This design comes from an exercise in tuning for small area and a short achievable clock period on the open sky130 flow, not from production work. RTL that was checked went through simulation tests only; none was proved equivalent to the original. For runs 1 and 2, only the layout was checked, not whether the RTL still works.

**design/flow/flow/run.sh**
```bash
#!/bin/bash
set -euo pipefail
bash standard.sh BUFFER_PORTS_ARGS="-buffer_cell sky130_fd_sc_hd__buf_2" finish > run_make.log 2>&1
```
**design/flow/standard.sh**
```bash
#!/bin/bash
# synth_recipe.tcl (not shown) runs the flow's synth.tcl, then flattens the netlist and writes it again
# the make line also repeats each setting of config.mk as NAME=value (left out here)
make -C /OpenROAD-flow-scripts/flow DESIGN_CONFIG=/design/flow/config.mk WORK_HOME=/design/flow/orfs CLKGATE_MAP_FILE= SYNTH_SCRIPT=/design/flow/synth_recipe.tcl "${@:-finish}"
```
**design/flow/config.mk**
```make
export PLATFORM = sky130hd
export DESIGN_NAME = inv_shift_sub_stage
export DESIGN_NICKNAME = inv_shift_sub_stage
export VERILOG_FILES = /design/flow/design.v
export SDC_FILE = /design/flow/constraint.sdc
export NUM_CORES = 4
export LEC_CHECK = 0
export CAP_MARGIN = 20
export CORE_MARGIN = 2
export CORE_UTILIZATION = 22
export PLACE_DENSITY = 0.3
export SETUP_SLACK_MARGIN = 2.5
export SLEW_MARGIN = 20
export SYNTH_HIERARCHICAL = 1
export TNS_END_PERCENT = 0
```
**design/flow/constraint.sdc**
```tcl
create_clock -name core_clock -period 5.0 [get_ports {CLK}]
set_input_delay 1.0000 -clock core_clock [delete_from_list [all_inputs] [get_ports {CLK}]]
set_output_delay 1.0000 -clock core_clock [all_outputs]
set_load 0.01 [all_outputs]
```
**design/flow/design.v**
```verilog
module g_a21oi_1 (input logic A1, input logic A2, input logic B1, output logic Y); assign Y = (~A1&~B1) | (~A2&~B1); endmodule
module g_a31oi_1 (input logic A1, input logic A2, input logic A3, input logic B1, output logic Y); assign Y = (~A1&~B1) | (~A2&~B1) | (~A3&~B1); endmodule
module g_inv_1 (input logic A, output logic Y); assign Y = (~A); endmodule
module g_nand2_1 (input logic A, input logic B, output logic Y); assign Y = (~A) | (~B); endmodule
module g_nor2_1 (input logic A, input logic B, output logic Y); assign Y = (~A&~B); endmodule
module g_o21a_1 (input logic A1, input logic A2, input logic B1, output logic Y); assign Y = (A1&B1) | (A2&B1); endmodule
module g_o21ai_0 (input logic A1, input logic A2, input logic B1, output logic Y); assign Y = (~A1&~A2) | (~B1); endmodule
module g_o21bai_1 (input logic A1, input logic A2, input logic B1_N, output logic Y); assign Y = (~A1&~A2) | (B1_N); endmodule
module g_o22ai_1 (input logic A1, input logic A2, input logic B1, input logic B2, output logic Y); assign Y = (~B1&~B2) | (~A1&~A2); endmodule
module g_xor  (input logic a, input logic b, output logic y); assign y = a ^ b;    endmodule
module g_xnor (input logic a, input logic b, output logic y); assign y = ~(a ^ b); endmodule
module g_nand (input logic a, input logic b, output logic y); assign y = ~(a & b); endmodule
module g_ready (input logic out_valid, input logic out_ready, output logic ready);
    assign ready = ~out_valid | out_ready;
endmodule
module inv_shift_sub_stage #(
    parameter int TAG_W = 4
) (
    input  logic             CLK,
    input  logic             RST_N,
    input  logic             IN_VALID,
    output logic             IN_READY,
    input  logic [0:127]     IN,
    input  logic [TAG_W-1:0] IN_TAG,
    output logic             OUT_VALID,
    input  logic             OUT_READY,
    output logic [0:127]     OUT,
    output logic [TAG_W-1:0] OUT_TAG
);
    localparam int NEN = 2;           
    logic [NEN:0]      en;      
    logic              v1;
    logic [TAG_W-1:0]  tag1;
    logic [15:0][11:0] s1;      
    logic [15:0][11:0] s1_d;
    logic [15:0][7:0]  s2;      
    logic [15:0][7:0]  s2_d;
    g_ready u_ready (.out_valid(OUT_VALID), .out_ready(OUT_READY), .ready(IN_READY));
    for (genvar e = 0; e <= NEN; e++) begin : g_en
        g_ready u_en (.out_valid(OUT_VALID), .out_ready(OUT_READY), .ready(en[e]));
    end
    for (genvar k = 0; k < 16; k++) begin : g_byte
        localparam int COL = k / 4;
        localparam int ROW = k % 4;
        localparam int SRC = 4 * ((COL - ROW + 4) % 4) + ROW;
        logic [7:0]  x;
        logic [11:0] o1;
        logic [7:0]  r;
        logic [3:0]  t;
        logic [7:0]  y;
        assign x = IN[8*SRC +: 8];
        logic p8; g_xor u_p8 (.a(x[0]), .b(x[1]), .y(p8));
        logic p9; g_xor u_p9 (.a(x[2]), .b(x[5]), .y(p9));
        logic p10; g_xor u_p10 (.a(x[6]), .b(x[7]), .y(p10));
        logic p11; g_xor u_p11 (.a(x[2]), .b(x[3]), .y(p11));
        logic p12; g_xor u_p12 (.a(x[1]), .b(x[4]), .y(p12));
        logic p13; g_xor u_p13 (.a(x[3]), .b(x[5]), .y(p13));
        logic p14; g_xor u_p14 (.a(p8), .b(p9), .y(p14));
        logic p15; g_xor u_p15 (.a(x[0]), .b(x[4]), .y(p15));
        logic p16; g_xor u_p16 (.a(p8), .b(x[4]), .y(p16));
        logic p17; g_xor u_p17 (.a(p10), .b(p11), .y(p17));
        logic p18; g_xor u_p18 (.a(x[0]), .b(x[5]), .y(p18));
        logic p19; g_xor u_p19 (.a(p12), .b(p13), .y(p19));
        logic p20; g_xor u_p20 (.a(p13), .b(x[6]), .y(p20));
        logic p21; g_xor u_p21 (.a(p9), .b(p10), .y(p21));
        logic p22; g_xor u_p22 (.a(p14), .b(x[6]), .y(p22));
        logic p23; g_xor u_p23 (.a(x[1]), .b(x[2]), .y(p23));
        logic p24; g_xor u_p24 (.a(p8), .b(x[3]), .y(p24));
        logic p25; g_xor u_p25 (.a(p11), .b(x[1]), .y(p25));
        logic p26; g_xor u_p26 (.a(p8), .b(p11), .y(p26));
        logic p27; g_xor u_p27 (.a(p8), .b(x[5]), .y(p27));
        logic p28; g_xor u_p28 (.a(p9), .b(x[4]), .y(p28));
        logic p29; g_xor u_p29 (.a(p12), .b(x[6]), .y(p29));
        logic p30; g_xor u_p30 (.a(p8), .b(x[7]), .y(p30));
        logic p31; g_xor u_p31 (.a(p10), .b(p15), .y(p31));
        logic p32; g_xor u_p32 (.a(p16), .b(x[2]), .y(p32));
        logic p33; g_xor u_p33 (.a(p15), .b(p17), .y(p33));
        logic p34; g_xor u_p34 (.a(p12), .b(p17), .y(p34));
        logic p35; assign p35 = ~x[1];
        logic p36; g_xnor u_p36 (.a(p8), .b(p9), .y(p36));
        logic p37; g_nand u_p37 (.a(p32), .b(p31), .y(p37));
        logic p38; g_nand u_p38 (.a(p15), .b(p34), .y(p38));
        logic p39; g_nand u_p39 (.a(p23), .b(p26), .y(p39));
        logic p40; g_nand u_p40 (.a(p28), .b(p30), .y(p40));
        logic p41; g_nand u_p41 (.a(p16), .b(p21), .y(p41));
        logic p42; g_nand u_p42 (.a(p14), .b(p22), .y(p42));
        logic p43; g_nand u_p43 (.a(p27), .b(p29), .y(p43));
        logic p44; g_nand u_p44 (.a(x[1]), .b(p19), .y(p44));
        logic p45; g_nand u_p45 (.a(p18), .b(p20), .y(p45));
        logic p46; g_xor u_p46 (.a(p37), .b(p38), .y(p46));
        logic p47; g_xor u_p47 (.a(p38), .b(p39), .y(p47));
        logic p48; g_xor u_p48 (.a(p17), .b(p43), .y(p48));
        logic p49; g_xor u_p49 (.a(p25), .b(p43), .y(p49));
        logic p50; g_xor u_p50 (.a(p24), .b(p40), .y(p50));
        logic p51; g_xor u_p51 (.a(p33), .b(p40), .y(p51));
        logic p52; g_xor u_p52 (.a(p48), .b(p45), .y(p52));
        logic p53; g_xor u_p53 (.a(p49), .b(p44), .y(p53));
        logic p54; g_xor u_p54 (.a(p50), .b(p42), .y(p54));
        logic p55; g_xor u_p55 (.a(p51), .b(p41), .y(p55));
        logic p57; g_xor u_p57 (.a(p47), .b(p53), .y(p57));
        logic p60; g_xnor u_p60 (.a(p46), .b(p52), .y(p60));
        logic p61; g_xnor u_p61 (.a(p46), .b(p54), .y(p61));
        logic p62; g_xnor u_p62 (.a(p47), .b(p55), .y(p62));
        assign o1[0] = p20;
        assign o1[1] = p19;
        assign o1[2] = p22;
        assign o1[3] = p21;
        assign o1[4] = p18;
        assign o1[5] = p35;
        assign o1[6] = p36;
        assign o1[7] = p16;
        assign o1[8] = p60;
        assign o1[9] = p57;
        assign o1[10] = p61;
        assign o1[11] = p62;
        assign s1_d[k] = o1;
        assign r = s1[k][7:0];
        assign t = s1[k][11:8];
        logic q12; g_a21oi_1 u_q12 (.A1(t[0]), .A2(t[2]), .B1(t[3]), .Y(q12));
        logic q13; g_inv_1 u_q13 (.A(t[1]), .Y(q13));
        logic q14; g_o21ai_0 u_q14 (.A1(t[0]), .A2(t[2]), .B1(q13), .Y(q14));
        logic q15; g_nor2_1 u_q15 (.A(q12), .B(q14), .Y(q15));
        logic q16; g_inv_1 u_q16 (.A(t[0]), .Y(q16));
        logic q17; g_a21oi_1 u_q17 (.A1(t[2]), .A2(t[3]), .B1(q16), .Y(q17));
        logic q18; g_nand2_1 u_q18 (.A(t[0]), .B(t[2]), .Y(q18));
        logic q19; g_inv_1 u_q19 (.A(t[3]), .Y(q19));
        logic q20; g_nand2_1 u_q20 (.A(q18), .B(q19), .Y(q20));
        logic q21; g_o21a_1 u_q21 (.A1(t[0]), .A2(t[3]), .B1(q13), .Y(q21));
        logic q22; g_a21oi_1 u_q22 (.A1(q17), .A2(q20), .B1(q21), .Y(q22));
        logic q23; g_inv_1 u_q23 (.A(t[2]), .Y(q23));
        logic q24; g_nand2_1 u_q24 (.A(q16), .B(q23), .Y(q24));
        logic q25; g_a21oi_1 u_q25 (.A1(q24), .A2(q13), .B1(q20), .Y(q25));
        logic q26; g_o21bai_1 u_q26 (.A1(q15), .A2(q22), .B1_N(q25), .Y(q26));
        logic q27; g_nor2_1 u_q27 (.A(t[1]), .B(t[3]), .Y(q27));
        logic q28; g_nor2_1 u_q28 (.A(q23), .B(q27), .Y(q28));
        logic q29; g_a21oi_1 u_q29 (.A1(t[0]), .A2(q12), .B1(q28), .Y(q29));
        logic q30; g_nand2_1 u_q30 (.A(t[2]), .B(t[3]), .Y(q30));
        logic q31; g_inv_1 u_q31 (.A(q30), .Y(q31));
        logic q32; g_a21oi_1 u_q32 (.A1(q26), .A2(q29), .B1(q31), .Y(q32));
        logic q33; g_inv_1 u_q33 (.A(q22), .Y(q33));
        logic q34; g_nor2_1 u_q34 (.A(t[0]), .B(q13), .Y(q34));
        logic q35; g_o21ai_0 u_q35 (.A1(q34), .A2(q21), .B1(q18), .Y(q35));
        logic q36; g_a21oi_1 u_q36 (.A1(q33), .A2(q35), .B1(q34), .Y(q36));
        logic q37; g_a31oi_1 u_q37 (.A1(q23), .A2(t[1]), .A3(t[3]), .B1(q16), .Y(q37));
        logic q38; g_a21oi_1 u_q38 (.A1(q16), .A2(q23), .B1(q37), .Y(q38));
        logic q39; g_nor2_1 u_q39 (.A(q27), .B(q38), .Y(q39));
        logic q40; g_nor2_1 u_q40 (.A(q15), .B(q25), .Y(q40));
        logic q41; g_nand2_1 u_q41 (.A(q39), .B(q40), .Y(q41));
        logic q42; g_o22ai_1 u_q42 (.A1(q15), .A2(q25), .B1(q27), .B2(q38), .Y(q42));
        logic q43; g_nand2_1 u_q43 (.A(q41), .B(q42), .Y(q43));
        logic q44; g_inv_1 u_q44 (.A(q40), .Y(q44));
        logic q45; g_xor u_q45 (.a(r[0]), .b(r[1]), .y(q45));
        logic q46; g_xor u_q46 (.a(r[2]), .b(r[3]), .y(q46));
        logic q47; g_xor u_q47 (.a(r[4]), .b(r[5]), .y(q47));
        logic q48; g_xor u_q48 (.a(r[6]), .b(r[7]), .y(q48));
        logic q49; g_xor u_q49 (.a(r[0]), .b(r[2]), .y(q49));
        logic q50; g_xor u_q50 (.a(r[1]), .b(r[3]), .y(q50));
        logic q51; g_xor u_q51 (.a(r[4]), .b(r[6]), .y(q51));
        logic q52; g_xor u_q52 (.a(r[5]), .b(r[7]), .y(q52));
        logic q53; g_xor u_q53 (.a(q45), .b(q46), .y(q53));
        logic q54; g_xor u_q54 (.a(q47), .b(q48), .y(q54));
        logic q55; g_nand u_q55 (.a(q53), .b(q39), .y(q55));
        logic q56; g_nand u_q56 (.a(q50), .b(q44), .y(q56));
        logic q57; g_nand u_q57 (.a(q49), .b(q43), .y(q57));
        logic q58; g_nand u_q58 (.a(q46), .b(q35), .y(q58));
        logic q59; g_nand u_q59 (.a(r[3]), .b(q33), .y(q59));
        logic q60; g_nand u_q60 (.a(r[2]), .b(q36), .y(q60));
        logic q61; g_nand u_q61 (.a(q45), .b(q29), .y(q61));
        logic q62; g_nand u_q62 (.a(r[1]), .b(q26), .y(q62));
        logic q63; g_nand u_q63 (.a(r[0]), .b(q32), .y(q63));
        logic q64; g_nand u_q64 (.a(q54), .b(q39), .y(q64));
        logic q65; g_nand u_q65 (.a(q52), .b(q44), .y(q65));
        logic q66; g_nand u_q66 (.a(q51), .b(q43), .y(q66));
        logic q67; g_nand u_q67 (.a(q48), .b(q35), .y(q67));
        logic q68; g_nand u_q68 (.a(r[7]), .b(q33), .y(q68));
        logic q69; g_nand u_q69 (.a(r[6]), .b(q36), .y(q69));
        logic q70; g_nand u_q70 (.a(q47), .b(q29), .y(q70));
        logic q71; g_nand u_q71 (.a(r[5]), .b(q26), .y(q71));
        logic q72; g_nand u_q72 (.a(r[4]), .b(q32), .y(q72));
        logic q73; g_xor u_q73 (.a(q64), .b(q66), .y(q73));
        logic q74; g_xor u_q74 (.a(q73), .b(q69), .y(q74));
        logic q75; g_xor u_q75 (.a(q59), .b(q62), .y(q75));
        logic q76; g_xor u_q76 (.a(q74), .b(q68), .y(q76));
        logic q77; g_xor u_q77 (.a(q58), .b(q61), .y(q77));
        logic q78; g_xor u_q78 (.a(q55), .b(q60), .y(q78));
        logic q79; g_xor u_q79 (.a(q70), .b(q71), .y(q79));
        logic q80; g_xor u_q80 (.a(q75), .b(q63), .y(q80));
        logic q81; g_xor u_q81 (.a(q56), .b(q65), .y(q81));
        logic q82; g_xor u_q82 (.a(q80), .b(q60), .y(q82));
        logic q83; g_xor u_q83 (.a(q61), .b(q70), .y(q83));
        logic q84; g_xor u_q84 (.a(q83), .b(q64), .y(q84));
        logic q85; g_xor u_q85 (.a(q77), .b(q62), .y(q85));
        logic q86; g_xor u_q86 (.a(q58), .b(q59), .y(q86));
        logic q87; g_xor u_q87 (.a(q55), .b(q63), .y(q87));
        logic q88; g_xor u_q88 (.a(q84), .b(q72), .y(q88));
        logic q89; g_xor u_q89 (.a(q86), .b(q79), .y(q89));
        logic q90; g_xor u_q90 (.a(q79), .b(q67), .y(q90));
        logic q91; g_xor u_q91 (.a(q71), .b(q72), .y(q91));
        logic q92; g_xor u_q92 (.a(q56), .b(q58), .y(q92));
        logic q93; g_xor u_q93 (.a(q75), .b(q77), .y(q93));
        logic q94; g_xor u_q94 (.a(q87), .b(q88), .y(q94));
        logic q95; g_xor u_q95 (.a(q89), .b(q81), .y(q95));
        logic q96; g_xor u_q96 (.a(q57), .b(q66), .y(q96));
        logic q97; g_xor u_q97 (.a(q95), .b(q96), .y(q97));
        logic q98; g_xor u_q98 (.a(q78), .b(q57), .y(q98));
        logic q99; g_xor u_q99 (.a(q85), .b(q98), .y(q99));
        logic q100; g_xor u_q100 (.a(q92), .b(q78), .y(q100));
        logic q101; g_xor u_q101 (.a(q90), .b(q82), .y(q101));
        logic q102; g_xor u_q102 (.a(q73), .b(q91), .y(q102));
        logic q103; g_xor u_q103 (.a(q93), .b(q76), .y(q103));
        logic q104; g_xor u_q104 (.a(q94), .b(q81), .y(q104));
        logic q105; g_xor u_q105 (.a(q74), .b(q101), .y(q105));
        logic q106; g_xor u_q106 (.a(q100), .b(q76), .y(q106));
        logic q107; g_xor u_q107 (.a(q76), .b(q82), .y(q107));
        assign y[0] = q106;
        assign y[1] = q104;
        assign y[2] = q103;
        assign y[3] = q99;
        assign y[4] = q105;
        assign y[5] = q107;
        assign y[6] = q97;
        assign y[7] = q102;
        assign s2_d[k]       = y;
        assign OUT[8*k +: 8] = s2[k];
    end
    always_ff @(posedge CLK) begin
        for (int k = 0; k < 16; k++) begin
            if (en[k * NEN / 16]) begin
                s1[k] <= s1_d[k];
                s2[k] <= s2_d[k];
            end
        end
        if (en[NEN]) begin
            tag1    <= IN_TAG;
            OUT_TAG <= tag1;
        end
    end
    always_ff @(posedge CLK) begin
        if (!RST_N) begin
            v1        <= 1'b0;
            OUT_VALID <= 1'b0;
        end else if (en[NEN]) begin
            v1        <= IN_VALID;
            OUT_VALID <= v1;
        end
    end
endmodule
```
==> out/summary.txt, run 1 <==
outcome -> timing/DRC/antenna clean
Cells after Synth -> 2706
drt first pass iters -> 5
unrepaired setup endpoints after global routing -> true
Final nets -> 3281
top cells by area, synth -> xor2_1, edfxtp_1, nand2_1
DR WL/cell -> 13.9 um
gpl congestion -> 0.797
Hold Path Cell Cnt -> 0
dpl hpwl -> 53.5 mm
Post-CTS Hold Buffers -> 0
Routed Antenna Nets -> 0
Die Height -> 352 um
first-pass GRT wire length -> 105 mm
worst skew pair latency -> 0.59 ns
clk sinks -> 330
initial antenna violation count -> 12
DRT iter0 DRCs -> 618
Post-Synthesis Cell Area -> 26700 sq um
# port buffers -> 269
fmax -> 395 MHz
full die area -> 124000 sq um
Final Skew -> 0.0175 ns
Yosys top cell by area -> xor2_1
number of nets produced by synthesis -> 2842
worst slew pin tran -> 0.809 ns
post-layout minimum cycle time -> 2.53 ns
num rows -> 127
startpoint class of the critical path -> flip-flop
Critical Path Sink Type -> flip-flop
Crit Path Class -> reg2reg
area taken by multi-input logic gates -> 17100 sq um
Core ar. -> 120000 sq um
H-tree levels -> 2
initial core utilization -> 22.2%
clk root buf -> clkbuf_16
Hold Crit Class -> reg2reg
critical path arrival -> 2.93 ns
Die Wd -> 352 um
TNS Setup -> 0 ns
crit path max fanout -> 5
vias in the first global route -> 19100
Slew Viols, Final -> 0
deepest clock path buffer count -> 3
post-synthesis sequential area ratio -> 37.1%
Yosys cell types -> 16
Register Area -> 9890 sq um
max_slew headroom -> 45.9%
YS warnings -> 7
period utilization -> 50.6%
largest net degree at the start of global routing -> 86
Post-Route Utilization -> 27.7%
Reg clk slew, reported paths -> 0.06 ns
I/O pin count -> 270
final setup violation count -> 0
CTS Buf Count -> 45
Hold Fails Final Rpt -> 0
TritonCTS clock tree -> yes
FF-to-FF path depth -> 10
layout cell share with drive strength beyond 1 -> 22.9%
grt ovf -> 0
Routed WL -> 66.8 mm
Max-Cap Viols -> 0
drc violations -> 0
Vias -> 18400
Via density -> 3.83
Yosys top cell area share -> 43.6%
syn_area_per_cell -> 9.86 sq um
total global-route track usage -> 10.4%
Yosys reg bits -> 330
Layout area overhead -> 24.6%
FILL cells -> 12900
Worst Path Required -> 5.40 ns
-- metal layers --
layer,GRT usage (%),routed length [um],share of wire (%)
met1,13.7,31100,47
met4,2.84,1490,2.2
met3,2.02,2450,3.7
met2,17.5,31700,47
met5,0,8,0.012
-- per-stage QoR --
stage	setup slack [ns]	area [sq um]	hold slack (ns)	std cells
final	2.47	33300	0.421	4794
after global routing	2.31	33300	0.426	4794
after CTS	2.41	32400	0.423	4715
after detailed placement	1.95	30100	0.407	4593
after global placement	1.96	30100	0.404	4593
after floorplan	2.43	26700	0.400	2706
-- modules after synthesis, one instance, submodules excluded, excerpt --
module | copies in the design | flip-flops and latches | cells inside
g_a21oi_1 | 128 | 0 | 1
g_o22ai_1 | 16 | 0 | 1
g_nand | 432 | 0 | 1
inv_shift_sub_stage | 1 | 330 | 350
g_xnor | 64 | 0 | 1
g_a31oi_1 | 16 | 0 | 1
g_ready | 4 | 0 | 1
-- repair_timing --
action / 4_1_cts / 5_1_grt
endpoints found under the setup margin: 65 / 94
buffers inserted: 40 / 77
resized for setup: 77 / 77
pin swaps: 24 / 81
-- layout by cell type (no fill, tap or decap), types with 64 or more instances in the layout --
| cell | n |
|---|---|
| nor2_1 | 76 |
| edfxtp_1 | 328 |
| a21oi_2 | 122 |
| xnor2_1 | 64 |
| buf_4 | 118 |
| xor2_2 | 69 |
| nand2_1 | 505 |
| inv_1 | 120 |
| xor2_1 | 1257 |
| buf_2 | 269 |
-- worst paths after layout --
check,from,to,slack (ns)
setup / recovery,s1[140],s2[92],2.47
hold / removal,tag1[2],OUT_TAG[2],0.42
setup reg to reg,s1[140],s2[92],2.47
hold reg to reg,tag1[2],OUT_TAG[2],0.42
-- cells in the mapped netlist --
| cell | n |
|---|---|
| nand2_1 | 528 |
| nor2b_1 | 2 |
| o22ai_1 | 16 |
| dfxtp_1 | 2 |
| o21ai_1 | 32 |
| nand2b_1 | 4 |
| mux2i_1 | 2 |
| o21bai_1 | 16 |
| xnor2_1 | 64 |
| a31oi_1 | 16 |
| inv_1 | 128 |
| xor2_1 | 1328 |
| a21oi_2 | 128 |
| o21a_1 | 16 |
| nor2_1 | 96 |
| edfxtp_1 | 328 |
-- sequential cells by signal (all words and copies together), names as in the netlist --
signal / flops
OUT_TAG: 4
OUT_VALID: 1
s1: 192
s2: 128
tag1: 4
v1: 1
-- worst max-delay path: stages, from the launching register on --
cell	delay, ns
edfxtp_1	0.50
buf_6	0.17
o21a_4	0.20
a21oi_4	0.17
o21bai_4	0.10
nand2_4	0.12
xor2_4	0.18
xor2_2	0.20
xor2_2	0.25
xor2_1	0.20
xor2_1	0.25
-- final cells by class --
cell class,instances,area share [%]
tap,1612,6.07
timing repair buffer,392,6.93
inverter,128,1.44
multi-input combinational,2248,51.5
clock buffer,57,3.71
sequential,330,29.7
clock inverter,25,0.564
antenna,2,0.0151
-- logic make-up (layout without fill, tap and decap cells) --
kind of cell	count (synthesis)	count (layout)	share of synthesized area (%)
buffers and inverters	128	602	1.80
multiplexers	2	2	0.0750
AO/OA/AOI/OAI	224	224	6.45
XOR/XNOR	1392	1392	45.7
AND/OR/NAND/NOR	630	630	8.92
other	0	2	0
flip-flops	330	330	37.1
==> inputs of run 2 (changes only) <==
--- a/design/flow/design.v
+++ b/design/flow/design.v
@@ -28,5 +28,5 @@
     output logic [TAG_W-1:0] OUT_TAG
 );
-    localparam int NEN = 2;           
+    localparam int NEN = 4;           
     logic [NEN:0]      en;      
     logic              v1;
@@ -37,6 +37,8 @@
     logic [15:0][7:0]  s2_d;
     g_ready u_ready (.out_valid(OUT_VALID), .out_ready(OUT_READY), .ready(IN_READY));
+    logic en_root;
+    g_ready u_en_root (.out_valid(OUT_VALID), .out_ready(OUT_READY), .ready(en_root));
     for (genvar e = 0; e <= NEN; e++) begin : g_en
-        g_ready u_en (.out_valid(OUT_VALID), .out_ready(OUT_READY), .ready(en[e]));
+        g_ready u_en (.out_valid(OUT_VALID), .out_ready(en_root), .ready(en[e]));
     end
     for (genvar k = 0; k < 16; k++) begin : g_byte
==> run 2 against run 1 <==
  * Hold slack barely moved
  * First-iteration DRC count increased by 9.2%
  * Highest routed layer unchanged
  * Via count decreased by 1.1%
  * Fmax fell by 1.9%
  * Flip-flop and latch count is the same
  * Core utilization decreased by 0.28 points
  * Synthesized area about the same
  * Setup slack lost 0.049 ns
  * Final area decreased by 1.0%
  * Largest cell class unchanged
==> out/summary.txt, run 2 <==
layout cell share with drive strength beyond 1 -> 20.8%
DR WL/cell -> 14.4 um
TNS Setup -> 0 ns
Worst Slack Setup Final -> 2.42 ns
Die Height -> 352 um
Critical Path Max Stage Delay -> 0.45 ns
delay-heaviest family, CP -> XOR/XNOR gates
Routed Antenna Nets -> 0
Hold Fails Final Rpt -> 0
dpl hpwl -> 55.5 mm
Yosys top cell area share -> 43.6%
reg2reg setup slack -> 2.42 ns
number of synthesized flops with an enable pin -> 328
reg2reg end -> s2[52]
Post-Synthesis Cell Area -> 26700 sq um
Slew Viols, Final -> 0
CTS Buf Count -> 47
largest net degree at the start of global routing -> 76
deepest clock path buffer count -> 3
Final nets -> 3227
Layout area overhead -> 23.3%
Yosys reg bits -> 330
syn_area_per_cell -> 9.86 sq um
YS warnings -> 7
Hold Path End -> OUT_TAG[1]
DRT iter0 DRCs -> 675
CP max-delay cell -> edfxtp_1
Reg clk slew, reported paths -> 0.06 ns
post-layout minimum cycle time -> 2.58 ns
Core ar. -> 120000 sq um
TritonCTS clock tree -> yes
clk sinks -> 330
unrepaired setup endpoints after global routing -> true
number of nets produced by synthesis -> 2845
FFs w/ async S/R, synth -> 0%
FILL cells -> 12800
CP most frequent cell -> xor2_1
startpoint class of the critical path -> flip-flop
Worst Path Required -> 5.42 ns
most common cell in the netlist -> xor2_1
top flop regs -> s1: 192 flops, s2: 128 flops
max reg flops -> 192
hold path startpoint -> tag1[1]
Critical Path Sink Type -> flip-flop
critical path arrival -> 3.00 ns
DP Worst Slack -> 1.89 ns
FF-to-FF path depth -> 11
fmax -> 388 MHz
top cells by area, synth -> xor2_1, edfxtp_1, nand2_1
Post-synth top cells -> xor2_1, nand2_1, edfxtp_1
gpl congestion -> 0.810
I/O pin count -> 270
worst slew pin tran -> 0.985 ns
final setup violation count -> 0
Post-CTS Hold Buffers -> 0
post-synthesis sequential area ratio -> 37.0%
Yosys top cell by area -> xor2_1
Vias -> 18200
most frequent cells in the layout -> xor2_1, nand2_1, edfxtp_1, buf_2, a21oi_2
most common cell after layout, fill and taps aside -> xor2_1
Top FF cell, synth -> edfxtp_1
full die area -> 124000 sq um
Max-Cap Viols -> 0
# port buffers -> 269
initial core utilization -> 22.2%
WP depth -> 11
Yosys cell types -> 16
Hold Crit Class -> reg2reg
Cells after Synth -> 2709
max_slew headroom -> 34.4%
Hold Path Cell Cnt -> 0
Via density -> 3.83
most flop-heavy register -> s1
vias in the first global route -> 19300
first-pass GRT wire length -> 108 mm
drc violations -> 0
initial antenna violation count -> 20
crit path max fanout -> 4
worst skew pair latency -> 0.63 ns
Final Skew -> 0.0202 ns
total global-route track usage -> 10.8%
period utilization -> 51.6%
crit-path cells -> buf_6 > buf_6 > a21oi_4 > nor2_4 > o21bai_4 > nand2_2 > xor2_2 > xor2_1 > xor2_1 > xor2_1 > xor2_1
r2r startpoint -> s1[80]
clk root buf -> clkbuf_16
Crit Path Class -> reg2reg
num rows -> 127
drt first pass iters -> 5
H-tree levels -> 2
Routed WL -> 68.3 mm
outcome -> timing/DRC/antenna clean
Die Wd -> 352 um
hold slack -> 0.421 ns
CP Buf/Inv Count -> 2
grt ovf -> 0
==> run 2: changes by cell type after synthesis, sizes merged <==
| cell | before | now |
|---|---|---|
| nand2b | 4 | 7 |
==> run 2: logic make-up after synthesis <==
logic type	after synthesis	share of synthesized area, %
xor gates and xnor gates	1392	45.7
and+or+nand+nor	633	8.98
DFF	330	37.0
AOI/OAI and AO/OA	224	6.45
buffers and inverters	128	1.80
muxes	2	0.0750
==> run 2: area by class of cell <==
class / count / area [sq um] / share of cell area [%]
multi-input cells: 2251 / 17000 / 51.6
flip-flops and latches: 330 / 9890 / 30.0
well taps: 1612 / 2020 / 6.13
repair buffers: 333 / 1850 / 5.61
clock buffers: 54 / 1220 / 3.71
inverters: 128 / 480 / 1.46
clock inverters: 32 / 452 / 1.37
diodes: 3 / 7.51 / 0.0228
==> run 2: per-layer routing <==
layer / wire, um / up-vias / track usage [%] / share of wire, %
li1: - / 9401 / - / -
met1: 30600 / 8391 / 13.6 / 45
met2: 31900 / 252 / 17.8 / 47
met3: 3930 / 99 / 3.36 / 5.8
met4: 1610 / 26 / 3.03 / 2.4
met5: 176 / - / 0 / 0.26
==> run 2: worst max-delay path by stage <==
stage / startpoint / endpoint / slack (ns)
4_1_cts: s1[92] / s2[61] / 2.30
6_report: s1[80] / s2[52] / 2.42
5_1_grt: s1[80] / s2[52] / 2.25
2_1_floorplan: OUT_READY / s1[0] / 2.39
3_3_place_gp: IN[70] / s1[104] / 1.87
3_5_place_dp: IN[54] / s1[178] / 1.89
==> run 2: repair_timing <==
action	4_1_cts	5_1_grt
setup endpoints to repair	114	100
cloned	0	0
pin swaps	1	42
setup buffers	4	53
resized for setup	28	86
==> run 2: metrics by stage <==
step | util, % | cell area, sq um | instances
2_1_floorplan | - | 26700 | 2709
3_3_place_gp | 25.1 | 30100 | 4596
3_5_place_dp | 25.1 | 30100 | 4596
4_1_cts | 26.7 | 32000 | 4686
5_1_grt | 27.4 | 32900 | 4743
6_report | 27.4 | 32900 | 4743
==> run 2: Yosys stat by module (local to each module, per instance) <==
module               flip-flops and latches  cells  area, sq um  times used
g_a21oi_1                                 0      1         8.76         128
g_o21a_1                                  0      1         7.51          16
g_o21bai_1                                0      1         7.51          16
g_o21ai_0                                 0      1         5.00          32
inv_shift_sub_stage                     330    350         9980           1
g_nor2_1                                  0      1         3.75          96
g_a31oi_1                                 0      1         6.26          16
g_nand                                    0      1         3.75         432
g_inv_1                                   0      1         3.75         112
g_o22ai_1                                 0      1         6.26          16
g_nand2_1                                 0      1         3.75          96
g_ready                                   0      1         6.26           7
g_xor                                     0      1         8.76        1328
g_xnor                                    0      1         8.76          64
==> inputs of run 3 (changes only) <==
--- a/design/flow/design.v
+++ b/design/flow/design.v
@@ -152,75 +152,81 @@
         logic q43; g_nand2_1 u_q43 (.A(q41), .B(q42), .Y(q43));
         logic q44; g_inv_1 u_q44 (.A(q40), .Y(q44));
-        logic q45; g_xor u_q45 (.a(r[0]), .b(r[1]), .y(q45));
-        logic q46; g_xor u_q46 (.a(r[2]), .b(r[3]), .y(q46));
-        logic q47; g_xor u_q47 (.a(r[4]), .b(r[5]), .y(q47));
-        logic q48; g_xor u_q48 (.a(r[6]), .b(r[7]), .y(q48));
-        logic q49; g_xor u_q49 (.a(r[0]), .b(r[2]), .y(q49));
-        logic q50; g_xor u_q50 (.a(r[1]), .b(r[3]), .y(q50));
-        logic q51; g_xor u_q51 (.a(r[4]), .b(r[6]), .y(q51));
-        logic q52; g_xor u_q52 (.a(r[5]), .b(r[7]), .y(q52));
-        logic q53; g_xor u_q53 (.a(q45), .b(q46), .y(q53));
-        logic q54; g_xor u_q54 (.a(q47), .b(q48), .y(q54));
-        logic q55; g_nand u_q55 (.a(q53), .b(q39), .y(q55));
-        logic q56; g_nand u_q56 (.a(q50), .b(q44), .y(q56));
-        logic q57; g_nand u_q57 (.a(q49), .b(q43), .y(q57));
-        logic q58; g_nand u_q58 (.a(q46), .b(q35), .y(q58));
-        logic q59; g_nand u_q59 (.a(r[3]), .b(q33), .y(q59));
-        logic q60; g_nand u_q60 (.a(r[2]), .b(q36), .y(q60));
-        logic q61; g_nand u_q61 (.a(q45), .b(q29), .y(q61));
-        logic q62; g_nand u_q62 (.a(r[1]), .b(q26), .y(q62));
-        logic q63; g_nand u_q63 (.a(r[0]), .b(q32), .y(q63));
-        logic q64; g_nand u_q64 (.a(q54), .b(q39), .y(q64));
-        logic q65; g_nand u_q65 (.a(q52), .b(q44), .y(q65));
-        logic q66; g_nand u_q66 (.a(q51), .b(q43), .y(q66));
-        logic q67; g_nand u_q67 (.a(q48), .b(q35), .y(q67));
-        logic q68; g_nand u_q68 (.a(r[7]), .b(q33), .y(q68));
-        logic q69; g_nand u_q69 (.a(r[6]), .b(q36), .y(q69));
-        logic q70; g_nand u_q70 (.a(q47), .b(q29), .y(q70));
-        logic q71; g_nand u_q71 (.a(r[5]), .b(q26), .y(q71));
-        logic q72; g_nand u_q72 (.a(r[4]), .b(q32), .y(q72));
-        logic q73; g_xor u_q73 (.a(q64), .b(q66), .y(q73));
-        logic q74; g_xor u_q74 (.a(q73), .b(q69), .y(q74));
-        logic q75; g_xor u_q75 (.a(q59), .b(q62), .y(q75));
-        logic q76; g_xor u_q76 (.a(q74), .b(q68), .y(q76));
-        logic q77; g_xor u_q77 (.a(q58), .b(q61), .y(q77));
-        logic q78; g_xor u_q78 (.a(q55), .b(q60), .y(q78));
-        logic q79; g_xor u_q79 (.a(q70), .b(q71), .y(q79));
-        logic q80; g_xor u_q80 (.a(q75), .b(q63), .y(q80));
-        logic q81; g_xor u_q81 (.a(q56), .b(q65), .y(q81));
-        logic q82; g_xor u_q82 (.a(q80), .b(q60), .y(q82));
-        logic q83; g_xor u_q83 (.a(q61), .b(q70), .y(q83));
-        logic q84; g_xor u_q84 (.a(q83), .b(q64), .y(q84));
-        logic q85; g_xor u_q85 (.a(q77), .b(q62), .y(q85));
-        logic q86; g_xor u_q86 (.a(q58), .b(q59), .y(q86));
-        logic q87; g_xor u_q87 (.a(q55), .b(q63), .y(q87));
-        logic q88; g_xor u_q88 (.a(q84), .b(q72), .y(q88));
-        logic q89; g_xor u_q89 (.a(q86), .b(q79), .y(q89));
-        logic q90; g_xor u_q90 (.a(q79), .b(q67), .y(q90));
-        logic q91; g_xor u_q91 (.a(q71), .b(q72), .y(q91));
-        logic q92; g_xor u_q92 (.a(q56), .b(q58), .y(q92));
-        logic q93; g_xor u_q93 (.a(q75), .b(q77), .y(q93));
-        logic q94; g_xor u_q94 (.a(q87), .b(q88), .y(q94));
-        logic q95; g_xor u_q95 (.a(q89), .b(q81), .y(q95));
-        logic q96; g_xor u_q96 (.a(q57), .b(q66), .y(q96));
-        logic q97; g_xor u_q97 (.a(q95), .b(q96), .y(q97));
-        logic q98; g_xor u_q98 (.a(q78), .b(q57), .y(q98));
-        logic q99; g_xor u_q99 (.a(q85), .b(q98), .y(q99));
-        logic q100; g_xor u_q100 (.a(q92), .b(q78), .y(q100));
-        logic q101; g_xor u_q101 (.a(q90), .b(q82), .y(q101));
-        logic q102; g_xor u_q102 (.a(q73), .b(q91), .y(q102));
-        logic q103; g_xor u_q103 (.a(q93), .b(q76), .y(q103));
-        logic q104; g_xor u_q104 (.a(q94), .b(q81), .y(q104));
-        logic q105; g_xor u_q105 (.a(q74), .b(q101), .y(q105));
-        logic q106; g_xor u_q106 (.a(q100), .b(q76), .y(q106));
-        logic q107; g_xor u_q107 (.a(q76), .b(q82), .y(q107));
-        assign y[0] = q106;
-        assign y[1] = q104;
-        assign y[2] = q103;
-        assign y[3] = q99;
-        assign y[4] = q105;
-        assign y[5] = q107;
-        assign y[6] = q97;
-        assign y[7] = q102;
+        logic q45; g_xor u_q45 (.a(r[5]), .b(r[7]), .y(q45));
+        logic q46; g_xor u_q46 (.a(r[4]), .b(r[5]), .y(q46));
+        logic q47; g_xor u_q47 (.a(r[0]), .b(r[2]), .y(q47));
+        logic q48; g_xor u_q48 (.a(r[1]), .b(r[3]), .y(q48));
+        logic q49; g_xor u_q49 (.a(r[4]), .b(r[6]), .y(q49));
+        logic q50; g_xor u_q50 (.a(r[0]), .b(r[7]), .y(q50));
+        logic q51; g_xor u_q51 (.a(r[2]), .b(r[5]), .y(q51));
+        logic q52; g_xor u_q52 (.a(r[2]), .b(r[3]), .y(q52));
+        logic q53; g_xor u_q53 (.a(r[1]), .b(r[6]), .y(q53));
+        logic q54; g_xor u_q54 (.a(r[0]), .b(r[1]), .y(q54));
+        logic q55; g_xor u_q55 (.a(q47), .b(q48), .y(q55));
+        logic q56; g_xor u_q56 (.a(q50), .b(r[4]), .y(q56));
+        logic q57; g_xor u_q57 (.a(q45), .b(q53), .y(q57));
+        logic q58; g_xor u_q58 (.a(q46), .b(r[3]), .y(q58));
+        logic q59; g_xor u_q59 (.a(q45), .b(q49), .y(q59));
+        logic q60; g_nand u_q60 (.a(q55), .b(q39), .y(q60));
+        logic q61; g_nand u_q61 (.a(q48), .b(q44), .y(q61));
+        logic q62; g_nand u_q62 (.a(q47), .b(q43), .y(q62));
+        logic q63; g_nand u_q63 (.a(q52), .b(q35), .y(q63));
+        logic q64; g_nand u_q64 (.a(r[3]), .b(q33), .y(q64));
+        logic q65; g_nand u_q65 (.a(r[2]), .b(q36), .y(q65));
+        logic q66; g_nand u_q66 (.a(q54), .b(q29), .y(q66));
+        logic q67; g_nand u_q67 (.a(r[1]), .b(q26), .y(q67));
+        logic q68; g_nand u_q68 (.a(r[0]), .b(q32), .y(q68));
+        logic q69; g_nand u_q69 (.a(q59), .b(q39), .y(q69));
+        logic q70; g_nand u_q70 (.a(q45), .b(q44), .y(q70));
+        logic q71; g_nand u_q71 (.a(q49), .b(q43), .y(q71));
+        logic q72; g_nand u_q72 (.a(r[7]), .b(q33), .y(q72));
+        logic q73; g_nand u_q73 (.a(r[6]), .b(q36), .y(q73));
+        logic q74; g_nand u_q74 (.a(q46), .b(q29), .y(q74));
+        logic q75; g_nand u_q75 (.a(r[5]), .b(q26), .y(q75));
+        logic q76; g_nand u_q76 (.a(r[4]), .b(q32), .y(q76));
+        logic q77; g_nand u_q77 (.a(q32), .b(q56), .y(q77));
+        logic q78; g_nand u_q78 (.a(q26), .b(q57), .y(q78));
+        logic q79; g_nand u_q79 (.a(q36), .b(q51), .y(q79));
+        logic q80; g_nand u_q80 (.a(q33), .b(q58), .y(q80));
+        logic q81; g_xor u_q81 (.a(q69), .b(q71), .y(q81));
+        logic q82; g_xor u_q82 (.a(q72), .b(q73), .y(q82));
+        logic q83; g_xor u_q83 (.a(q81), .b(q82), .y(q83));
+        logic q84; g_xor u_q84 (.a(q63), .b(q64), .y(q84));
+        logic q85; g_xor u_q85 (.a(q66), .b(q67), .y(q85));
+        logic q86; g_xor u_q86 (.a(q60), .b(q63), .y(q86));
+        logic q87; g_xor u_q87 (.a(q61), .b(q70), .y(q87));
+        logic q88; g_xor u_q88 (.a(q86), .b(q65), .y(q88));
+        logic q89; g_xor u_q89 (.a(q87), .b(q74), .y(q89));
+        logic q90; g_xor u_q90 (.a(q66), .b(q69), .y(q90));
+        logic q91; g_xor u_q91 (.a(q64), .b(q67), .y(q91));
+        logic q92; g_xor u_q92 (.a(q78), .b(q80), .y(q92));
+        logic q93; g_xor u_q93 (.a(q90), .b(q68), .y(q93));
+        logic q94; g_xor u_q94 (.a(q91), .b(q65), .y(q94));
+        logic q95; g_xor u_q95 (.a(q75), .b(q76), .y(q95));
+        logic q96; g_xor u_q96 (.a(q93), .b(q60), .y(q96));
+        logic q97; g_xor u_q97 (.a(q84), .b(q75), .y(q97));
+        logic q98; g_xor u_q98 (.a(q84), .b(q85), .y(q98));
+        logic q99; g_xor u_q99 (.a(q92), .b(q79), .y(q99));
+        logic q100; g_xor u_q100 (.a(q88), .b(q61), .y(q100));
+        logic q101; g_xor u_q101 (.a(q99), .b(q77), .y(q101));
+        logic q102; g_xor u_q102 (.a(q62), .b(q71), .y(q102));
+        logic q103; g_xor u_q103 (.a(q89), .b(q76), .y(q103));
+        logic q104; g_xor u_q104 (.a(q85), .b(q88), .y(q104));
+        logic q105; g_xor u_q105 (.a(q96), .b(q103), .y(q105));
+        logic q106; g_xor u_q106 (.a(q94), .b(q68), .y(q106));
+        logic q107; g_xor u_q107 (.a(q97), .b(q102), .y(q107));
+        logic q108; g_xor u_q108 (.a(q81), .b(q95), .y(q108));
+        logic q109; g_xor u_q109 (.a(q104), .b(q62), .y(q109));
+        logic q110; g_xor u_q110 (.a(q98), .b(q83), .y(q110));
+        logic q111; g_xor u_q111 (.a(q100), .b(q83), .y(q111));
+        logic q112; g_xor u_q112 (.a(q107), .b(q89), .y(q112));
+        logic q113; g_xor u_q113 (.a(q83), .b(q106), .y(q113));
+        assign y[0] = q111;
+        assign y[1] = q105;
+        assign y[2] = q110;
+        assign y[3] = q109;
+        assign y[4] = q101;
+        assign y[5] = q113;
+        assign y[6] = q112;
+        assign y[7] = q108;
         assign s2_d[k]       = y;
         assign OUT[8*k +: 8] = s2[k];
==> run 3 against run 2 <==
  * Fmax grew 4.4%
  * Critical endpoint is now s2[50]
  * Routed wire length increased by 1.3%
  * Setup slack better by 0.11 ns
  * Critical path depth fell by 2
  * Hold slack got worse by 0.0040 ns
  * Highest routed layer unchanged
  * Flip-flop and latch count stayed put
  * Global-route usage is 0.13 points lower
  * Via count rose by 1.5%
==> out/summary.txt, run 3 <==
outcome -> timing/DRC/antenna clean
final non-filler cell total -> 4813
Routed Antenna Nets -> 0
max reg flops -> 192
Post-Synthesis Cell Area -> 27300 sq um
period utilization -> 49.4%
hold path startpoint -> tag1[1]
full die area -> 127000 sq um
Die Wd -> 356 um
met2 Use GR -> 17.5%
simple-gate share of the synthesized area -> 9.45%
most common cell in the netlist -> xor2_1
startpoint class of the critical path -> flip-flop
TNS Setup -> 0 ns
r2r startpoint -> s1[80]
# port buffers -> 269
first-pass GRT wire length -> 108 mm
initial core utilization -> 22.1%
post-synthesis mux area share -> 0.0733%
most flop-heavy register -> s1
unrepaired setup endpoints after global routing -> true
top cells by area, synth -> xor2_1, edfxtp_1, nand2_1
FFs w/ async S/R, synth -> 0%
worst slew pin tran -> 0.825 ns
vias in the first global route -> 19500
number of synthesized flops with an enable pin -> 328
post-layout minimum cycle time -> 2.47 ns
Via density -> 3.83
critical path arrival -> 2.84 ns
num rows -> 129
layer with the highest usage -> met2
Yosys top cell by area -> xor2_1
Critical Path Sink Type -> flip-flop
Max-Cap Viols -> 0
reg2reg end -> s2[50]
Final nets -> 3270
layout cell share with drive strength beyond 1 -> 16.1%
FILL cells -> 13200
Crit Path Class -> reg2reg
fmax -> 405 MHz
clk sinks -> 330
Reg clk slew, reported paths -> 0.06 ns
Core ar. -> 123000 sq um
Die Height -> 356 um
DR WL/cell -> 14.4 um
Hold Fails Final Rpt -> 0
Hold Path End -> OUT_TAG[1]
total global-route track usage -> 10.7%
Hold Crit Class -> reg2reg
clk root buf -> clkbuf_16
TritonCTS clock tree -> yes
Routed WL -> 69.2 mm
largest net degree at the start of global routing -> 60
CTS Buf Count -> 49
Final Skew -> 0.0310 ns
Adder-Cell Fraction of Synth Area -> 0%
DRT iter0 DRCs -> 693
initial antenna violation count -> 15
met3 Use GR -> 2.88%
number of nets produced by synthesis -> 2941
Critical Path Max Stage Delay -> 0.46 ns
Worst Path Required -> 5.37 ns
Synth Area in XOR/XNOR -> 46.2%
Yosys cell types -> 16
deepest clock path buffer count -> 3
max_slew headroom -> 45.0%
post-synthesis sequential area ratio -> 36.2%
YS warnings -> 7
most common cell after layout, fill and taps aside -> xor2_1
top flop regs -> s1: 192 flops, s2: 128 flops
GR Util met1 -> 13.7%
reg2reg setup slack -> 2.53 ns
dpl hpwl -> 56.8 mm
CP max-delay cell -> edfxtp_1
largest family of logic cells by synthesized area -> XOR/XNOR gates
most frequent cells in the layout -> xor2_1, nand2_1, edfxtp_1, buf_2
drt first pass iters -> 5
Top FF cell, synth -> edfxtp_1
Cells after Synth -> 2805
drc violations -> 0
Slew Viols, Final -> 0
Layout area overhead -> 19.7%
crit path max fanout -> 5
syn_area_per_cell -> 9.73 sq um
Hold Path Cell Cnt -> 0
Placed Cells -> 4717
Yosys top cell area share -> 44.1%
FF-to-FF path depth -> 9
Vias -> 18400
final setup violation count -> 0
Post-synth top cells -> xor2_1, nand2_1, edfxtp_1
H-tree levels -> 2
Yosys reg bits -> 330
I/O pin count -> 270
Synth Area in Compound Gates -> 6.31%
grt ovf -> 0
worst skew pair latency -> 0.64 ns
gpl congestion -> 0.785
crit-path cells -> buf_4 > o21a_1 > a21oi_2 > inv_1 > a21oi_2 > nand2_1 > xor2_1 > xor2_2 > xor2_2
==> run 3: cell count changes after synthesis, sizes merged <==
cell,delta
nand2,+48
xor2,+48
==> run 3: per-module statistics from Yosys (local to each module, per instance), excerpt <==
module / cell area, sq um / times used / cells inside / flip-flops and latches
g_xor: 8.76 / 1376 / 1 / 0
g_nor2_1: 3.75 / 96 / 1 / 0
g_inv_1: 3.75 / 112 / 1 / 0
g_a21oi_1: 8.76 / 128 / 1 / 0
g_o21ai_0: 5.00 / 32 / 1 / 0
g_a31oi_1: 6.26 / 16 / 1 / 0
g_o21bai_1: 7.51 / 16 / 1 / 0
g_o22ai_1: 6.26 / 16 / 1 / 0
inv_shift_sub_stage: 9980 / 1 / 350 / 330
g_o21a_1: 7.51 / 16 / 1 / 0
==> run 3: worst max path at each step <==
stage	startpoint	end	slack (ns)
floorplan	OUT_READY	s1[0]	2.39
global placement	IN[46]	s1[116]	1.91
detailed placement	IN[46]	s1[116]	1.89
CTS	s1[80]	s2[50]	2.38
global route	s1[164]	s2[106]	2.40
finish	s1[80]	s2[50]	2.53
==> run 3: through the flow <==
step / hold slack [ns] / util [%] / worst slack [ns] / area, sq um
detailed placement: 0.405 / 24.9 / 1.89 / 30800
floorplan: 0.400 / - / 2.39 / 27300
global route: 0.426 / 26.5 / 2.40 / 32700
global placement: 0.402 / 24.9 / 1.91 / 30800
CTS: 0.419 / 26.3 / 2.38 / 32500
finish: 0.417 / 26.5 / 2.53 / 32700
==> run 3: layout make-up <==
class,count,area (sq um),share of cell area [%]
antenna,3,7.51,0.0230
clock buffer,56,1250,3.83
clock inverter,34,454,1.39
inverter,128,480,1.47
multi-input combinational,2347,17100,52.4
sequential,330,9890,30.3
tap,1637,2050,6.27
timing repair buffer,278,1410,4.33
==> run 3: cells by family after synthesis <==
group                  after synthesis
buffers and inverters              128
multiplexers                         2
AO/OA/AOI/OAI                      224
flip-flops                         330
AND/OR/NAND/NOR                    681
XOR/XNOR                          1440
==> run 3: layer usage <==
layer / wire length (um) / part of all wire (%)
met2: 31700 / 46
met4: 1590 / 2.3
met5: 78 / 0.11
met1: 32200 / 47
met3: 3580 / 5.2
==> run 3: worst max-delay path: cells and delay by family, from the launching register on <==
family	cells	cell delay, ns
AO/OA/AOI/OAI	3	0.53
flip-flops	1	0.46
AND/OR/NAND/NOR	1	0.09
XOR/XNOR	3	0.82
buffers and inverters	2	0.29
==> run 3: timing repair <==
| action | CTS | global route |
|---|---|---|
| resized for setup | 1 | 25 |
| hold buffers | 0 | 0 |
| setup endpoints to repair | 7 | 55 |
| setup buffers | 0 | 3 |
==> inputs of run 4 (changes only) <==
--- a/design/flow/config.mk
+++ b/design/flow/config.mk
@@ -10,5 +10,5 @@
 export CORE_UTILIZATION = 22
 export PLACE_DENSITY = 0.3
-export SETUP_SLACK_MARGIN = 2.5
+export SETUP_SLACK_MARGIN = 2.6
 export SLEW_MARGIN = 20
 export SYNTH_HIERARCHICAL = 1
==> run 4 against run 3 <==
  * Highest routed layer unchanged
  * Synthesized area stayed put
  * Non-clock buffer count is 1 higher
  * Clock-buffer cell count stayed put
  * Global-route usage hardly changed
  * Fmax is 0.64% higher
  * Still clean on timing, DRC and antenna
  * Sequential share of layout area hardly changed
  * Routed wire length hardly changed
==> out/summary.txt, run 4 <==
outcome -> timing/DRC/antenna clean
Post-CTS Hold Buffers -> 0
crit path max fanout -> 4
Final Skew -> 0.0297 ns
deepest clock path buffer count -> 3
simple-gate share of the synthesized area -> 9.45%
Hold Path End -> OUT_TAG[2]
grt ovf -> 0
Layout area overhead -> 19.7%
worst slew pin tran -> 0.827 ns
Post-Synthesis Cell Area -> 27300 sq um
most frequent cells in the layout -> xor2_1, nand2_1, edfxtp_1, buf_2
Critical Path Max Stage Delay -> 0.45 ns
area taken by multi-input logic gates -> 17100 sq um
Slew Viols, Final -> 0
FFs w/ async S/R, synth -> 0%
Die Height -> 356 um
Synth Area in XOR/XNOR -> 46.2%
Cells after Synth -> 2805
final setup violation count -> 0
I/O pin count -> 270
Worst Path Required -> 5.37 ns
clk sinks -> 330
drc violations -> 0
Yosys top cell by area -> xor2_1
worst skew pair latency -> 0.64 ns
Yosys reg bits -> 330
Top FF cell, synth -> edfxtp_1
Post-synth top cells -> xor2_1, nand2_1, edfxtp_1
top flop regs -> s1: 192 flops, s2: 128 flops
largest net degree at the start of global routing -> 60
Core ar. -> 123000 sq um
Routed WL -> 69.2 mm
H-tree levels -> 2
total global-route track usage -> 10.7%
Adder-Cell Fraction of Synth Area -> 0%
Hold Crit Class -> reg2reg
hold slack -> 0.419 ns
YS warnings -> 7
Final nets -> 3271
largest family of logic cells by synthesized area -> XOR/XNOR gates
most common cell after layout, fill and taps aside -> xor2_1
Register Area -> 9890 sq um
reg2reg setup slack -> 2.55 ns
Routed Antenna Nets -> 0
post-layout minimum cycle time -> 2.45 ns
dpl hpwl -> 56.8 mm
Yosys top cell area share -> 44.1%
DRT iter0 DRCs -> 671
number of synthesized flops with an enable pin -> 328
drt first pass iters -> 5
fmax -> 407 MHz
Via density -> 3.84
CTS Buf Count -> 49
CP Buf/Inv Count -> 2
first-pass GRT wire length -> 108 mm
Yosys cell types -> 16
initial antenna violation count -> 15
FILL cells -> 13200
Crit Path Class -> reg2reg
Max-Cap Viols -> 0
max reg flops -> 192
startpoint class of the critical path -> flip-flop
initial core utilization -> 22.1%
Die Wd -> 356 um
max_slew headroom -> 44.8%
Synth Area in Compound Gates -> 6.31%
Reg clk slew, reported paths -> 0.06 ns
delay-heaviest family, CP -> XOR/XNOR gates
syn_area_per_cell -> 9.73 sq um
Vias -> 18500
DR WL/cell -> 14.4 um
clk root buf -> clkbuf_16
# port buffers -> 269
number of nets produced by synthesis -> 2941
CP max-delay cell -> edfxtp_1
post-synthesis sequential area ratio -> 36.2%
vias in the first global route -> 19500
post-synthesis mux area share -> 0.0733%
num rows -> 129
r2r startpoint -> s1[80]
Hold Fails Final Rpt -> 0
crit-path cells -> buf_4 > o21a_1 > a21oi_2 > inv_1 > a21oi_2 > nand2_1 > xor2_1 > xor2_2 > xor2_2
full die area -> 127000 sq um
most common cell in the netlist -> xor2_1
Hold Path Cell Cnt -> 0
gpl congestion -> 0.785
top cells by area, synth -> xor2_1, edfxtp_1, nand2_1
layout cell share with drive strength beyond 1 -> 16.1%
most flop-heavy register -> s1
critical path arrival -> 2.83 ns
period utilization -> 49.1%
TNS Setup -> 0 ns
TritonCTS clock tree -> yes
FF-to-FF path depth -> 9
hold path startpoint -> tag1[2]
unrepaired setup endpoints after global routing -> true
reg2reg end -> s2[50]
Critical Path Sink Type -> flip-flop
-- run 4: per-module statistics from Yosys (local to each module, per instance), excerpt --
module               times used  cells inside  area, sq um
g_a31oi_1                    16             1         6.26
g_nand                      480             1         3.75
g_nand2_1                    96             1         3.75
g_nor2_1                     96             1         3.75
g_o21a_1                     16             1         7.51
g_o22ai_1                    16             1         6.26
g_xnor                       64             1         8.76
inv_shift_sub_stage           1           350         9980
-- run 4: cell families (layout without fill, tap and decap cells) --
kind of cell / after synthesis / in the layout
multiplexers: 2 / 2
buffers and inverters: 128 / 497
other: 0 / 3
flip-flops: 330 / 330
XOR/XNOR: 1440 / 1440
AND/OR/NAND/NOR: 681 / 681
AO/OA/AOI/OAI: 224 / 224
-- run 4: metrics by stage --
step / area [sq um] / setup slack, ns / instances / utilization, %
floorplan: 27300 / 2.39 / 2805 / -
CTS: 32500 / 2.55 / 4807 / 26.4
detailed placement: 30800 / 1.89 / 4717 / 24.9
global placement: 30800 / 1.91 / 4717 / 24.9
global route: 32700 / 2.40 / 4814 / 26.5
finish: 32700 / 2.55 / 4814 / 26.5
-- run 4: routing by layer --
layer	track usage, %	vias to the layer above	wire (um)
met3	2.84	104	3490
met4	3.18	14	1640
met1	13.7	8473	32200
met5	0	-	85
met2	17.5	248	31800
li1	-	9631	-
-- run 4: repair_timing --
action,in CTS,in global routing
resized for setup,10,14
endpoints found under the hold margin,0,0
endpoints found under the setup margin,40,126
setup buffers,0,4
pin swaps,0,1
-- run 4: cell type report --
cell class / count / area share, %
diodes: 3 / 0.0230
clock buffers: 56 / 3.83
clock inverters: 34 / 1.39
inverters: 128 / 1.47
multi-input cells: 2347 / 52.4
flip-flops and latches: 330 / 30.3
well taps: 1637 / 6.27
repair buffers: 279 / 4.35
-- run 4: worst max-delay path by stage --
stage | cells past startpoint | end | slack [ns] | from
2_1_floorplan | 2 | s1[0] | 2.39 | OUT_READY
3_3_place_gp | 7 | s1[116] | 1.91 | IN[46]
3_5_place_dp | 7 | s1[116] | 1.89 | IN[46]
4_1_cts | 10 | s2[85] | 2.55 | s1[128]
5_1_grt | 10 | s2[106] | 2.40 | s1[164]
6_report | 9 | s2[50] | 2.55 | s1[80]
==> inputs of run 5 (changes only) <==
--- a/design/flow/config.mk
+++ b/design/flow/config.mk
@@ -8,7 +8,9 @@
 export CAP_MARGIN = 20
 export CORE_MARGIN = 2
-export CORE_UTILIZATION = 22
-export PLACE_DENSITY = 0.3
-export SETUP_SLACK_MARGIN = 2.6
+export CORE_UTILIZATION = 35
+export CTS_CLUSTER_DIAMETER = 200
+export CTS_CLUSTER_SIZE = 30
+export PLACE_DENSITY = 0.45
+export SETUP_SLACK_MARGIN = 2.5
 export SLEW_MARGIN = 20
 export SYNTH_HIERARCHICAL = 1
==> run 5 against run 4 <==
  * Still clean
  * Via count down 1.1%
  * Final cell count fell by 14%
  * Non-clock buffer count shrank 1
  * Sequential share of layout area grew 2.0 points
  * Routed wire length decreased by 15%
  * Register-to-register slack better by 0.03 ns
  * Critical path depth decreased by 2
  * Largest cell class unchanged
==> out/summary.txt, run 5 <==
CP max-delay cell -> xor2_1
worst slew pin tran -> 0.901 ns
worst skew pair latency -> 0.55 ns
DR WL/cell -> 14.1 um
initial antenna violation count -> 9
Core ar. -> 77300 sq um
Hold Fails Final Rpt -> 0
period utilization -> 48.7%
Reg clk slew, reported paths -> 0.12 ns
Cells after Synth -> 2805
Die Wd -> 283 um
deepest clock path buffer count -> 3
Max-Cap Viols -> 0
FFs w/ async S/R, synth -> 0%
clk sinks -> 330
crit-path cells -> buf_2 > xor2_1 > xor2_1 > xor2_1 > nand2_1 > xor2_1 > xnor2_1
Critical Path Max Stage Delay -> 0.66 ns
r2r startpoint -> s1[178]
Via density -> 4.40
vias in the first global route -> 18800
most frequent cells in the layout -> xor2_1, nand2_1, edfxtp_1, buf_2
initial core utilization -> 35.3%
CP Buf/Inv Count -> 1
max reg flops -> 192
Yosys reg bits -> 330
most common cell after layout, fill and taps aside -> xor2_1
most flop-heavy register -> s1
first-pass GRT wire length -> 95.3 mm
TNS Setup -> 0 ns
most common cell in the netlist -> xor2_1
Crit Path Class -> in2reg
Vias -> 18300
gpl congestion -> 0.867
number of synthesized flops with an enable pin -> 328
largest net degree at the start of global routing -> 81
H-tree levels -> 1
post-synthesis sequential area ratio -> 36.2%
TritonCTS clock tree -> yes
Routed Antenna Nets -> 0
# port buffers -> 269
top flop regs -> s1: 192 flops, s2: 128 flops
Yosys top cell by area -> xor2_1
top cells by area, synth -> xor2_1, edfxtp_1, nand2_1
Post-synth top cells -> xor2_1, nand2_1, edfxtp_1
Placed Cells -> 4116
I/O pin count -> 270
num rows -> 102
Yosys cell types -> 16
crit path max fanout -> 7
YS warnings -> 7
Hold Path Cell Cnt -> 0
FILL cells -> 7746
dpl hpwl -> 47.8 mm
full die area -> 80300 sq um
CP most frequent cell -> xor2_1
max_slew headroom -> 40.0%
reg2reg setup slack -> 2.58 ns
layout cell share with drive strength beyond 1 -> 14.4%
final non-filler cell total -> 4148
Final nets -> 3235
Die Height -> 283 um
grt ovf -> 0
Slew Viols, Final -> 0
hold path startpoint -> tag1[3]
unrepaired setup endpoints after global routing -> true
delay-heaviest family, CP -> XOR/XNOR gates
critical path arrival -> 2.74 ns
reg2reg end -> s2[117]
Post-Synthesis Cell Area -> 27300 sq um
startpoint class of the critical path -> input port
clk root buf -> clkbuf_16
final setup violation count -> 0
Hold Path End -> OUT_TAG[3]
Hold Crit Class -> reg2reg
Routed WL -> 58.7 mm
drt first pass iters -> 5
Worst Path Required -> 5.31 ns
syn_area_per_cell -> 9.73 sq um
DRT iter0 DRCs -> 708
Final Skew -> 0.0175 ns
Top FF cell, synth -> edfxtp_1
drc violations -> 0
CTS Buf Count -> 14
post-layout minimum cycle time -> 2.43 ns
outcome -> timing/DRC/antenna clean
total global-route track usage -> 14.2%
Yosys top cell area share -> 44.1%
number of nets produced by synthesis -> 2941
fmax -> 411 MHz
FF-to-FF path depth -> 9
Critical Path Sink Type -> flip-flop
Layout area overhead -> 12.2%
[run 5: cells by family (layout without fill, tap and decap cells)]
group                     Yosys count  count (layout)  share of synthesized area, %
xor gates and xnor gates         1440            1440                          46.2
muxes                               2               2                        0.0733
AOI/OAI and AO/OA                 224             224                          6.31
other                               0               5                             0
and+or+nand+nor                   681             681                          9.45
buffers and inverters             128             426                          1.76
DFF                               330             330                          36.2
[run 5: worst max path at each step]
stage               slack [ns]  startpoint      end  cells past startpoint
finish                    2.57      IN[14]   s1[70]                      7
global route              2.38     s1[178]  s2[117]                      9
CTS                       2.45      s1[56]   s2[32]                     10
detailed placement        1.95      IN[14]   s1[70]                      7
global placement          2.06   OUT_READY   s1[31]                      4
floorplan                 2.39   OUT_READY    s1[0]                      2
[run 5: metal layers]
metal | GRT usage (%) | vias up | part of all wire (%)
li1 | - | 9504 | -
met2 | 25.1 | 209 | 49
met1 | 18.2 | 8506 | 46
met3 | 2.09 | 43 | 3.4
met5 | 0 | - | 0.10
met4 | 3.07 | 8 | 1.8
[run 5: worst reg2reg max path: stages (launching register included)]
cell and delay, ns:
edfxtp_1 0.52, buf_4 0.19, a21oi_2 0.18, nor2_1 0.09, o21bai_1 0.34, nand2_1 0.18
xor2_1 0.21, xor2_1 0.20, xor2_1 0.19, xor2_1 0.09
[run 5: metrics by stage]
stage                     worst slack, ns  utilization (%)  instance area [sq um]  hold slack [ns]
after floorplan                      2.39                -                  27300            0.400
after global placement               2.06             38.8                  30000            0.401
after detailed placement             1.95             38.8                  30000            0.411
after CTS                            2.45             39.3                  30400            0.439
after global routing                 2.38             39.6                  30600            0.454
final                                2.57             39.6                  30600            0.435
[run 5: Yosys stat by module, one instance, submodules excluded, a selection]
module	cell area [sq um]	cells
g_a31oi_1	6.26	1
g_o21bai_1	7.51	1
inv_shift_sub_stage	9980	350
g_ready	6.26	1
g_inv_1	3.75	1
g_o22ai_1	6.26	1
g_nand2_1	3.75	1
g_xnor	8.76	1
g_xor	8.76	1
g_nor2_1	3.75	1
g_o21a_1	7.51	1
[run 5: what timing repair did]
| action | in CTS | in global routing |
|---|---|---|
| endpoints found under the setup margin | 52 | 76 |
| hold buffers | 0 | 0 |
| resized for setup | 1 | 20 |
| setup buffers | 0 | 5 |
[run 5: layout make-up]
class | instances | area, sq um | share of cell area [%]
diodes | 5 | 12.5 | 0.0408
multi-input cells | 2347 | 17100 | 55.8
repair buffers | 278 | 1450 | 4.72
well taps | 1040 | 1300 | 4.25
inverters | 128 | 480 | 1.57
clock buffers | 20 | 394 | 1.29
flip-flops and latches | 330 | 9890 | 32.3

## what the ideal ports hide
The flow's constraints put no driver on any port. The routed layouts listed below were extracted and timed again, unchanged, in two steps.
Step 1 (the two cells are an assumption about what drives the block):
set clk [get_ports {CLK}]
set_driving_cell -lib_cell sky130_fd_sc_hd__clkbuf_16 $clk
set_driving_cell -lib_cell sky130_fd_sc_hd__buf_2 [delete_from_list [all_inputs] $clk]
Step 2 adds t to the input delays and takes it off the output delays; t is the mean of the earliest and latest rising clock arrival at the registers after step 1. Input paths then give back, and output paths get back, about the clock's delay inside the block.
Three values: ideal, step 1, step 2; two values: the first two.
run | t, ns | setup slack, ns | hold slack, ns
run 1 | 0.655 | 2.471 / 2.471 / 1.956 | 0.421 / 0.421 / 0.421
run 2 | 0.678 | 2.422 / 2.422 / 1.830 | 0.421 / 0.421 / 0.421
run 3 | 0.693 | 2.530 / 2.530 / 1.933 | 0.417 / 0.417 / 0.417
run 4 | 0.694 | 2.545 / 2.545 / 1.933 | 0.419 / 0.419 / 0.419
run 5 | 0.598 | 2.566 / 2.571 / 1.973 | 0.435 / 0.435 / 0.435
After both steps every run listed still meets setup and hold. For run 4, which loses most, drivers alone change the setup slack by 0.000 ns; drivers and shift together by -0.612 ns.
